This design comes from an exercise in tuning for small area, a short achievable clock period and few clock cycles on the open sky130 flow, not from production work. In this exercise RTL edits were held to simulation tests only and were not proved equivalent to the original. Power figures rest on the tool's default switching activity, not on a simulated workload.

==> flow/design.v (outline; a module is shown in full before it is edited, if it fits) <==
// module mlp_layer_sequencer: 3510 lines
// module mlp_fa: 10 lines
// module mlp_fx: 12 lines
// module mlp_fy: 14 lines
// module mlp_x2: 3 lines
// module mlp_mj: 3 lines
// module mlp_nd: 3 lines
// module mlp_nr: 3 lines
// module mlp_mi: 3 lines
// module mlp_inv: 3 lines
// module mlp_ha: 9 lines
module mlp_layer_sequencer #(
    parameter int N_IN  = 784,
    parameter int N_OUT = 10,
    parameter int DW    = 32,
    parameter int FRAC  = 24,
    parameter int ACCW  = 74,
    parameter int RELU  = 1,
    localparam int c_iw = (N_IN > 1) ? $clog2(N_IN) : 1,
    localparam int c_ww = (N_IN * N_OUT > 1) ? $clog2(N_IN * N_OUT) : 1,
    localparam int c_ow = (N_OUT > 1) ? $clog2(N_OUT) : 1
) (
    input  logic            clk,
    input  logic            rst_n,
    input  logic            start,
    output logic            busy,
    output logic            done,
    output logic            sat,
    output logic            rd_en,
    output logic [c_iw-1:0] in_addr,
    output logic [c_ww-1:0] w_addr,
    output logic [c_ow-1:0] b_addr,
    input  logic [DW-1:0]   in_data,
    input  logic [DW-1:0]   w_data,
    input  logic [DW-1:0]   b_data,
    output logic            out_we,
    output logic [c_ow-1:0] out_addr,
    output logic [DW-1:0]   out_data
);
  // ...
==> flow/flow/run.sh <==
#!/bin/bash
# Layout flow: the standard ORFS flow, except that ports are buffered with
# plain buffers and the resizer may not use the delay cells.
set -euo pipefail
DLY="sky130_fd_sc_hd__clkdlybuf4s15_1 sky130_fd_sc_hd__clkdlybuf4s15_2 \
sky130_fd_sc_hd__clkdlybuf4s18_1 sky130_fd_sc_hd__clkdlybuf4s18_2 \
sky130_fd_sc_hd__clkdlybuf4s25_1 sky130_fd_sc_hd__clkdlybuf4s25_2 \
sky130_fd_sc_hd__clkdlybuf4s50_1 sky130_fd_sc_hd__clkdlybuf4s50_2 \
sky130_fd_sc_hd__dlygate4sd1_1 sky130_fd_sc_hd__dlygate4sd2_1 sky130_fd_sc_hd__dlygate4sd3_1 \
sky130_fd_sc_hd__dlymetal6s2s_1 sky130_fd_sc_hd__dlymetal6s4s_1 sky130_fd_sc_hd__dlymetal6s6s_1"
export DONT_USE_CELLS="$DLY"
export BUFFER_PORTS_ARGS="-buffer_cell sky130_fd_sc_hd__buf_2"
# Timing repair aims 7.6 ns below the clock period (the period itself is unchanged).
# Clock tree synthesis as in ORFS's cts.tcl, without dummy balancing loads and
# with larger sink clusters.
CTS="-sink_clustering_enable -repair_clock_nets -dont_use_dummy_load -sink_clustering_size 25 -sink_clustering_max_diameter 80"
bash standard.sh finish SETUP_SLACK_MARGIN=7.6 "CTS_ARGS=$CTS" > flow_make.log 2>&1
==> flow/standard.sh <==
#!/bin/bash
# synth_recipe.tcl (not shown) runs the flow's synth.tcl, then flattens the netlist and writes it again
# the make line also repeats each setting of config.mk as NAME=value (left out here)
make -C /OpenROAD-flow-scripts/flow DESIGN_CONFIG=/design/flow/config.mk WORK_HOME=/design/flow/orfs CLKGATE_MAP_FILE= SYNTH_SCRIPT=/design/flow/synth_recipe.tcl "${@:-finish}"
==> flow/config.mk <==
export PLATFORM = sky130hd
export DESIGN_NAME = mlp_layer_sequencer
export DESIGN_NICKNAME = mlp_layer_sequencer
export VERILOG_FILES = /design/flow/design.v
export SDC_FILE = /design/flow/constraint.sdc
export NUM_CORES = 4
export LEC_CHECK = 0
export CAP_MARGIN = 20
export CORE_MARGIN = 2
export CORE_UTILIZATION = 60
export SLEW_MARGIN = 20
export SYNTH_HIERARCHICAL = 1
==> flow/constraint.sdc <==
create_clock -name core_clock -period 11.0 [get_ports {clk}]
set_input_delay 2.2000 -clock core_clock [delete_from_list [all_inputs] [get_ports {clk}]]
set_output_delay 2.2000 -clock core_clock [all_outputs]
set_load 0.01 [all_outputs]
==> flow_summary.json, run 1 <==
{
  "outcome": "timing/DRC/antenna clean",
  "pg_clk_mw": 1.13,
  "hold_viol_final": 0,
  "crit_top_cell": "fa_1",
  "final.setup.tns_ns": 0,
  "min_to": "pl0_r[0]",
  "wl_met1_mm": 44.6,
  "maxUsedRoutingLayer": "met4",
  "syn_inst": 3673,
  "worst_pin_slew_ns": 0.999,
  "r2r_cells": 7,
  "met2_length_mm": 49.2,
  "grtUsageMet2_pct": 50.7,
  "holdPathStages": 0,
  "gp_congestion": 0.948,
  "mostFrequentLayoutCell": "xnor2_1",
  "largest_cell_class": "multi-input combinational cells",
  "diodes": 1,
  "maxSlewViolCount": 0,
  "finalWorstSetupSlack_ns": 7.62,
  "multi_input_area_um2": 26600,
  "internal_power_mw": 7.23,
  "dpl-instance-area_um2": 40100,
  "swShare_pct": 42.8,
  "max_freq_mhz": 296,
  "yosys_most_used_dff": "dfxtp_1",
  "sh_seq_area_pct": 26.2,
  "vias": 27069,
  "cts_max_level": 1,
  "cp_slowest_cell": "dfxtp_1",
  "grt_pass1_vias": 27927,
  "ir_drop_v": 0.000159,
  "power.group.top": "combinational logic",
  "clk_share_pct": 1.85,
  "numCtsBuffers": 31,
  "drive_above_1_share_pct": 13.9,
  "syn2layout_area_growth_pct": 6.21,
  "power_switching_mw": 5.41,
  "endpoint": "ph0_r[51]"
}
Testbench counts, summed over its fixed seeds: cycles 188,320.
==> run 2: changes to the inputs <==
--- a/flow/design.v
+++ b/flow/design.v
@@ -123,42 +123,37 @@
         neg_r <= neg_d;
         one_r <= one_d;
         two_r <= two_d;
     end
     logic [33:0] pp_0, pp_1, pp_2, pp_3, pp_4, pp_5, pp_6, pp_7,
                  pp_8, pp_9, pp_10, pp_11, pp_12, pp_13, pp_14, pp_15;
     logic [33:0] pp [16];
     logic [31:0] an_l, an_h;
-    logic [15:0] onen_a, onen_b, twon_a, twon_b, negn_a, negn_b;
+    logic [15:0] onen [4], twon [4], negn [4];
     for (genvar g = 0; g < 32; g++) begin : g_ainv
         mlp_inv u_l (.a(a_r[g]), .y(an_l[g]));
         mlp_inv u_h (.a(a_r[g]), .y(an_h[g]));
     end
     for (genvar g = 0; g < 16; g++) begin : g_sinv
-        mlp_inv u_oa (.a(one_r[g]), .y(onen_a[g]));
-        mlp_inv u_ob (.a(one_r[g]), .y(onen_b[g]));
-        mlp_inv u_ta (.a(two_r[g]), .y(twon_a[g]));
-        mlp_inv u_tb (.a(two_r[g]), .y(twon_b[g]));
-        mlp_inv u_na (.a(neg_r[g]), .y(negn_a[g]));
-        mlp_inv u_nb (.a(neg_r[g]), .y(negn_b[g]));
+        for (genvar q = 0; q < 4; q++) begin : g_q
+            mlp_inv u_o (.a(one_r[g]), .y(onen[q][g]));
+            mlp_inv u_t (.a(two_r[g]), .y(twon[q][g]));
+            mlp_inv u_n (.a(neg_r[g]), .y(negn[q][g]));
+        end
     end
     always_comb begin
         for (int k = 0; k < 16; k++) begin
             logic [31:0] aa;
             logic [33:0] x1, x2;
             aa = (k < 8) ? ~an_l : ~an_h;
             x1 = {aa[31], aa[31], aa};
             x2 = {aa[31], aa, 1'b0};
-            for (int i = 0; i < 34; i++) begin
-                if (i < 17)
-                    pp[k][i] = ((x1[i] & ~onen_a[k]) | (x2[i] & ~twon_a[k])) ^ ~negn_a[k];
-                else
-                    pp[k][i] = ((x1[i] & ~onen_b[k]) | (x2[i] & ~twon_b[k])) ^ ~negn_b[k];
-            end
+            for (int i = 0; i < 34; i++)
+                pp[k][i] = ((x1[i] & ~onen[i / 9][k]) | (x2[i] & ~twon[i / 9][k])) ^ ~negn[i / 9][k];
         end
     end
     assign pp_0 = pp[0];   assign pp_1 = pp[1];   assign pp_2 = pp[2];   assign pp_3 = pp[3];
     assign pp_4 = pp[4];   assign pp_5 = pp[5];   assign pp_6 = pp[6];   assign pp_7 = pp[7];
     assign pp_8 = pp[8];   assign pp_9 = pp[9];   assign pp_10 = pp[10]; assign pp_11 = pp[11];
     assign pp_12 = pp[12]; assign pp_13 = pp[13]; assign pp_14 = pp[14]; assign pp_15 = pp[15];
     logic [73:0] r_s, r_c, srow, crow, s_nx, c_nx;
     logic [7:0] f3n;
==> run 2 against run 1 <==
- area after synthesis increased by 0.62%
- register-to-register slack improved by 0.03 ns
- fmax increased by 0.88%
- final cell count increased by 0.38%
- sequential power about the same
- global-route usage increased by 0.12 points
- worst setup slack improved by 0.030 ns
- utilization decreased by 0.69 points
- via count decreased by 1.5%
- die area increased by 0.61%
- still clean
==> flow_summary.json, run 2 <==
{
  "outcome": "timing/DRC/antenna clean",
  "min_path_type": "flop to flop",
  "fin_crit_ns": 3.35,
  "clk_pin_slew_ns": 0.10,
  "dr.pass1.iters": 5,
  "cap_violations": 0,
  "hpwlAfterDp_mm": 85.0,
  "worstPathRequired_ns": 8.80,
  "synth-seq-cells": 543,
  "vias": 26676,
  "final_util_pct": 63.3,
  "wl_per_cell_um": 23.4,
  "synth.distinct_cells": 55,
  "synth_top_cell_area_share_pct": 27.4,
  "dpl-instance-area_um2": 40500,
  "avgSynthCellArea_um2": 10.6,
  "finClkSkew_ns": 0.0813,
  "vias_per_cell": 5.94,
  "synth_fp_nets": 4569,
  "cts.sinks": 543,
  "io_buffer_count": 165,
  "ys_top_cells_by_area": "dfxtp_1, fa_1, xnor2_1",
  "cp_slowest_cell": "dfxtp_1",
  "cp-end-kind": "primary output",
  "grt_max_degree": 34,
  "syn_inst": 3737,
  "cts_max_level": 2,
  "synth_area_um2": 39700,
  "routed_wl_mm": 105,
  "mostFrequentLayoutCell": "xnor2_1",
  "rsz0062_at_grt": "true",
  "gp_congestion": 0.965,
  "critPathKind": "flop to primary output",
  "cts_buffer_depth": 3,
  "worst_pin_slew_ns": 0.939,
  "final.setup.tns_ns": 0,
  "die-area_um2": 68300,
  "max_freq_mhz": 298,
  "drive_above_1_share_pct": 10.8,
  "finalSetupViolCount": 0,
  "drc": 0,
  "final_design_area_no_fill_um2": 41600,
  "grt_first_pass_wirelength_mm": 163,
  "ys_warn_count": 12,
  "core-area_um2": 65600,
  "ant_nets": 0,
  "layout_common_cells": "xnor2_1, fa_1, dfxtp_1",
  "maxSlewViolCount": 0,
  "ys_async_sr_fraction_pct": 0,
  "multi_input_area_um2": 26600,
  "die_h_um": 261,
  "power_leakage_nw": 16.7,
  "ir_drop_v": 0.000285,
  "rows": 94,
  "syn2layout_area_growth_pct": 4.60,
  "overflow": 0,
  "crit_family": "flip-flops",
  "finalNonFillerCells": 4494,
  "clock_latency_ns": 0.60,
  "start_util_pct": 60.6,
  "synthTopCellsByCount": "dfxtp_1, xnor2_1, fa_1",
  "fillers": 5324,
  "cpPeakStageDelay_ns": 0.41,
  "cp_num_buf_inv": 1,
  "antenna_found_initial": 2,
  "yosys_most_used_dff": "dfxtp_1",
  "worstPathCellList": "buf_2",
  "grt_pass1_vias": 28174,
  "relSlewSlack_pct": 37.4,
  "cts_hold_buf": 0,
  "largestRegisters": "r_c: 74 flops, r_s: 74 flops",
  "track_usage_pct": 31.5,
  "die_w_um": 261,
  "dp.cells": 4449,
  "cts-root-buf": "clkbuf_16",
  "synth_edf_count": 0,
  "crit_path_max_fanout": 2,
  "yosysMostFrequentCell": "dfxtp_1",
  "hold_viol_final": 0,
  "drtIter0Drc": 2198,
  "pwr_density_cell_nw_per_um2": 310,
  "numCtsBuffers": 34,
  "layout.nets": 4463,
  "ios": 167,
  "seq_area_um2": 10900,
  "cp.arrival_ns": 1.15,
  "cts_tree": "done",
  "yosys.area.top_type": "dfxtp_1",
  "yosysSeqAreaShare_pct": 27.4,
  "fin_crit_sh_pct": 30.5,
  "start_kind": "flop"
}
==> run 2: cell count changes after synthesis <==
| cell | delta |
|---|---|
| clkbuf_2 | +4 |
| inv_1 | +96 |
| buf_1 | +7 |
| clkbuf_1 | -43 |
==> run 2: per-module statistics from Yosys (local to each module, per instance), a selection <==
| module | cells | copies in the design | cell area [um^2] |
|---|---|---|---|
| mlp_mj | 1 | 48 | 11.3 |
| mlp_fa | 1 | 511 | 20.0 |
| mlp_inv | 1 | 265 | 3.75 |
| mlp_layer_sequencer | 2713 | 1 | 25800 |
| mlp_ha | 1 | 104 | 12.5 |
| mlp_x2 | 1 | 96 | 8.76 |
==> run 2: layout make-up <==
cell class | instances | area share [%]
well taps | 864 | 2.60
diodes | 1 | 0.00602
flip-flops and latches | 543 | 26.3
clock buffers | 34 | 2.05
inverters | 314 | 2.89
multi-input cells | 2561 | 64.0
repair buffers | 177 | 2.23
==> run 2: report_power, final <==
| part | switching (mW) | internal [mW] |
|---|---|---|
| clock network | 0.650 | 0.551 |
| logic | 4.31 | 3.82 |
| registers | 0.561 | 2.97 |
==> run 2: kinds of logic (layout without fill, tap and decap cells) <==
logic type,count (synthesis),in the layout,synth area share (%)
multiplexers,64,64,1.81
other,1,2,0.00944
AND/OR/NAND/NOR,410,410,5.50
XOR/XNOR,674,674,14.9
adder cells (fa/ha/maj),781,781,34.6
flip-flops,543,543,27.4
buffers and inverters,633,525,6.01
AO/OA/AOI/OAI,631,631,9.90
==> run 2: worst paths after layout <==
path / from / endpoint / slack (ns) / cells after the start
max: r_out[25] / out_data[25] / 7.65 / 1
min: last4 / last5 / 0.44 / 1
max reg2reg: neg_r[5] / pl0_r[30] / 7.65 / 6
min reg2reg: last4 / last5 / 0.44 / 1
==> run 2: through the flow <==
step	total power, mW	hold WS (ns)	setup WS, ns
floorplan	9.28	0.376	7.96
global placement	11.4	0.418	7.30
detailed placement	11.7	0.423	7.30
CTS	13.0	0.449	7.57
global route	14.2	0.453	7.55
finish	12.9	0.441	7.65
==> run 2: what timing repair did <==
action	4_1_cts	5_1_grt
gates resized for setup	23	44
setup buffers	1	9
cloned	0	0
pin swaps	1	9
setup endpoints to repair	22	32
==> run 2: metal layers <==
metal | vias to the layer above | wire [um] | global-route usage, %
li1 | 12056 | - | -
met1 | 13426 | 43400 | 41.0
met2 | 966 | 50300 | 52.5
met3 | 224 | 6460 | 4.98
met4 | 4 | 4960 | 13.3
met5 | - | 23 | 0
==> run 2: worst register-to-register path, delay by kind of cell, from the launching register on <==
family	cells	cell delay, ns
adders and majority gates	4	1.75
buffers and inverters	1	0.39
xor gates and xnor gates	1	0.41
DFF	1	0.69
Testbench counts of run 2, summed over its fixed seeds: cycles 188,320.
==> run 3: changes to the inputs <==
--- a/flow/config.mk
+++ b/flow/config.mk
@@ -7,6 +7,6 @@
 export LEC_CHECK = 0
 export CAP_MARGIN = 20
 export CORE_MARGIN = 2
-export CORE_UTILIZATION = 60
+export CORE_UTILIZATION = 66
 export SLEW_MARGIN = 20
 export SYNTH_HIERARCHICAL = 1
==> run 3 against run 2 <==
- critical path depth grew 7
- sequential power is essentially flat
- global-route usage increased by 2.4 points
- synthesized cell count stayed put
- fmax shrank 1.1%
- combinational power rose by 2%
- first-iteration DRC count grew 3.3%
- count of clock-buffer cells in the layout stayed put
- largest power group unchanged
==> flow_summary.json, run 3 <==
{
  "outcome": "timing/DRC/antenna clean",
  "core-area_um2": 59200,
  "finClkSkew_ns": 0.0644,
  "yosysMostFrequentCell": "dfxtp_1",
  "layout_common_cells": "xnor2_1, fa_1, dfxtp_1",
  "pwr_density_cell_nw_per_um2": 314,
  "drive_above_1_share_pct": 10.4,
  "cts_buffer_depth": 3,
  "r2r_cells": 8,
  "rrSetupSlack_ns": 7.61,
  "synth_fp_nets": 4569,
  "synth-seq-cells": 543,
  "synth_top_cell_area_share_pct": 27.4,
  "syn_inst": 3737,
  "cp.arrival_ns": 3.84,
  "vias_per_cell": 6.18,
  "worstPathRequired_ns": 11.45,
  "wl_per_cell_um": 23.6,
  "ys_async_sr_fraction_pct": 0,
  "overflow": 0,
  "diodes": 0,
  "cp-end-kind": "flop",
  "worst_pin_slew_ns": 0.887,
  "cap_violations": 0,
  "die_h_um": 249,
  "yosys.area.top_type": "dfxtp_1",
  "rsz0062_at_grt": "true",
  "antenna_found_initial": 2,
  "grt_pass1_vias": 28500,
  "clk_pin_slew_ns": 0.09,
  "cts-root-buf": "clkbuf_16",
  "gp_congestion": 0.977,
  "relSlewSlack_pct": 40.9,
  "grt_max_degree": 34,
  "synth_edf_count": 0,
  "ios": 167,
  "yosys_most_used_dff": "dfxtp_1",
  "critPathKind": "flop to flop",
  "ir_drop_v": 0.000313,
  "cts_max_level": 2,
  "ys_warn_count": 12,
  "vias": 27224,
  "clock_latency_ns": 0.59,
  "fin_crit_sh_pct": 30.8,
  "synth_area_um2": 39700,
  "grt_first_pass_wirelength_mm": 162,
  "drtIter0Drc": 2270,
  "layout.nets": 4464,
  "io_buffer_count": 165,
  "ant_nets": 0,
  "finalSetupViolCount": 0,
  "synthTopCellsByCount": "dfxtp_1, xnor2_1, fa_1",
  "hpwlAfterDp_mm": 83.2,
  "finalNonFillerCells": 4403,
  "cts_tree": "done",
  "final_util_pct": 69.9,
  "die_w_um": 249,
  "synth.distinct_cells": 55,
  "holdPathStages": 1,
  "track_usage_pct": 33.9,
  "cts.sinks": 543,
  "maxSlewViolCount": 0,
  "rr_endpoint": "ph1_r[45]",
  "start_util_pct": 67.1,
  "rows": 89,
  "fin_crit_ns": 3.39,
  "die-area_um2": 62200,
  "dp.cells": 4358,
  "max_freq_mhz": 295,
  "ys_top_cells_by_area": "dfxtp_1, fa_1, xnor2_1",
  "start_kind": "flop",
  "final.setup.tns_ns": 0,
  "min_to": "last2",
  "hold_start": "last1",
  "cts_hold_buf": 0,
  "hold_viol_final": 0,
  "min_path_type": "flop to flop",
  "power_mw": 13.0,
  "mostFrequentLayoutCell": "xnor2_1",
  "crit_path_max_fanout": 9,
  "syn2layout_area_growth_pct": 4.23,
  "avgSynthCellArea_um2": 10.6,
  "dr.pass1.iters": 5,
  "drc": 0,
  "yosysSeqAreaShare_pct": 27.4,
  "r2r-start": "one_r[13]",
  "largestRegisters": "r_c: 74 flops, r_s: 74 flops",
  "routed_wl_mm": 104,
  "numCtsBuffers": 34,
  "fillers": 4465,
  "power_leakage_nw": 16.7
}
-- run 3: cell type report --
cell class / instances / area [um^2] / area share, %
tap: 773 / 967 / 2.33
multi-input combinational: 2561 / 26600 / 64.1
clock buffer: 34 / 851 / 2.05
timing repair buffer: 178 / 936 / 2.26
sequential: 543 / 10900 / 26.3
inverter: 314 / 1200 / 2.91
-- run 3: logic make-up after synthesis --
family | synth area share [%]
adder cells (fa/ha/maj) | 34.6
XOR/XNOR | 14.9
buffers and inverters | 6.01
AO/OA/AOI/OAI | 9.90
flip-flops | 27.4
AND/OR/NAND/NOR | 5.50
multiplexers | 1.81
other | 0.00944
-- run 3: how the worst max path moves through the flow --
| stage | from | cells past startpoint | endpoint | slack, ns |
|---|---|---|---|---|
| 6_report | one_r[13] | 8 | ph1_r[45] | 7.61 |
| 5_1_grt | r_s[59] | 12 | r_hi[73] | 7.51 |
| 4_1_cts | r_s[9] | 12 | r_hi[73] | 7.58 |
| 3_5_place_dp | r_s[41] | 12 | r_hi[73] | 7.35 |
| 3_3_place_gp | r_s[41] | 12 | r_hi[73] | 7.34 |
| 2_1_floorplan | a_r[31] | 10 | ph0_r[51] | 7.96 |
-- run 3: critical path, stage by stage (launching register included) --
cell	delay (ns)
dfxtp_1	0.67
inv_1	0.29
o22ai_1	0.25
xnor2_1	0.21
fa_1	0.51
fa_1	0.40
fa_1	0.43
xor2_1	0.21
xor2_1	0.30
-- run 3: power breakdown --
group / leakage [nW] / switching, mW / total, mW / internal (mW)
logic: 11.7 / 4.44 / 8.29 / 3.85
registers: 4.57 / 0.555 / 3.53 / 2.97
clock network: 0.419 / 0.639 / 1.19 / 0.551
total: 16.7 / 5.64 / 13.0 / 7.38
-- run 3: layer usage --
metal / share of wire (%) / wire (um) / track usage, %
met1: 40 / 41700 / 44.2
met2: 48 / 49700 / 56.3
met3: 6.5 / 6740 / 4.79
met4: 5.4 / 5590 / 15.9
met5: 0.013 / 13 / 0
-- run 3: Yosys stat by module (local to each module, per instance), a selection --
module / cell area (um^2) / times used / flip-flops and latches
mlp_layer_sequencer: 25800 / 1 / 543
mlp_fa: 20.0 / 511 / 0
mlp_ha: 12.5 / 104 / 0
mlp_mj: 11.3 / 48 / 0
mlp_x2: 8.76 / 96 / 0
mlp_inv: 3.75 / 265 / 0
-- run 3: through the flow --
step / instance area [um^2] / setup slack (ns) / hold WS, ns
CTS: 41200 / 7.58 / 0.450
global placement: 40300 / 7.34 / 0.420
global route: 41400 / 7.51 / 0.461
finish: 41400 / 7.61 / 0.446
detailed placement: 40300 / 7.35 / 0.418
floorplan: 39700 / 7.96 / 0.376
-- run 3: timing repair --
item,4_1_cts,5_1_grt
hold endpoints to repair,0,0
buffers inserted,1,10
gates resized for setup,13,39
setup endpoints to repair,14,26
pin swaps,1,6

[what the ideal ports hide]
The flow's constraints put no driver on any port. The routed layouts listed below were extracted and timed again, unchanged, in two steps.
Step 1 assumes that a clkbuf_16 drives the clock port and a buf_2 every other input.
Step 2, shift: input delay + t, output delay - t, t = (earliest + latest rising clock arrival at the registers) / 2. This alone moves slack from input paths to output paths.
Three values: no drivers, after step 1, after step 2; two values: the first two.
| run | shift t [ns] | setup slack, ns | worst slew at a driven data input, ns | pins driven straight from the clock port |
|---|---|---|---|---|
| run 1 | 0.675 | 7.618 / 7.567 / 7.618 | 0.07 | 1 |
| run 2 | 0.621 | 7.647 / 7.582 / 7.655 | 0.08 | 1 |
| run 3 | 0.623 | 7.611 / 7.569 / 7.611 | 0.09 | 1 |
After both steps every run listed still meets setup and hold.
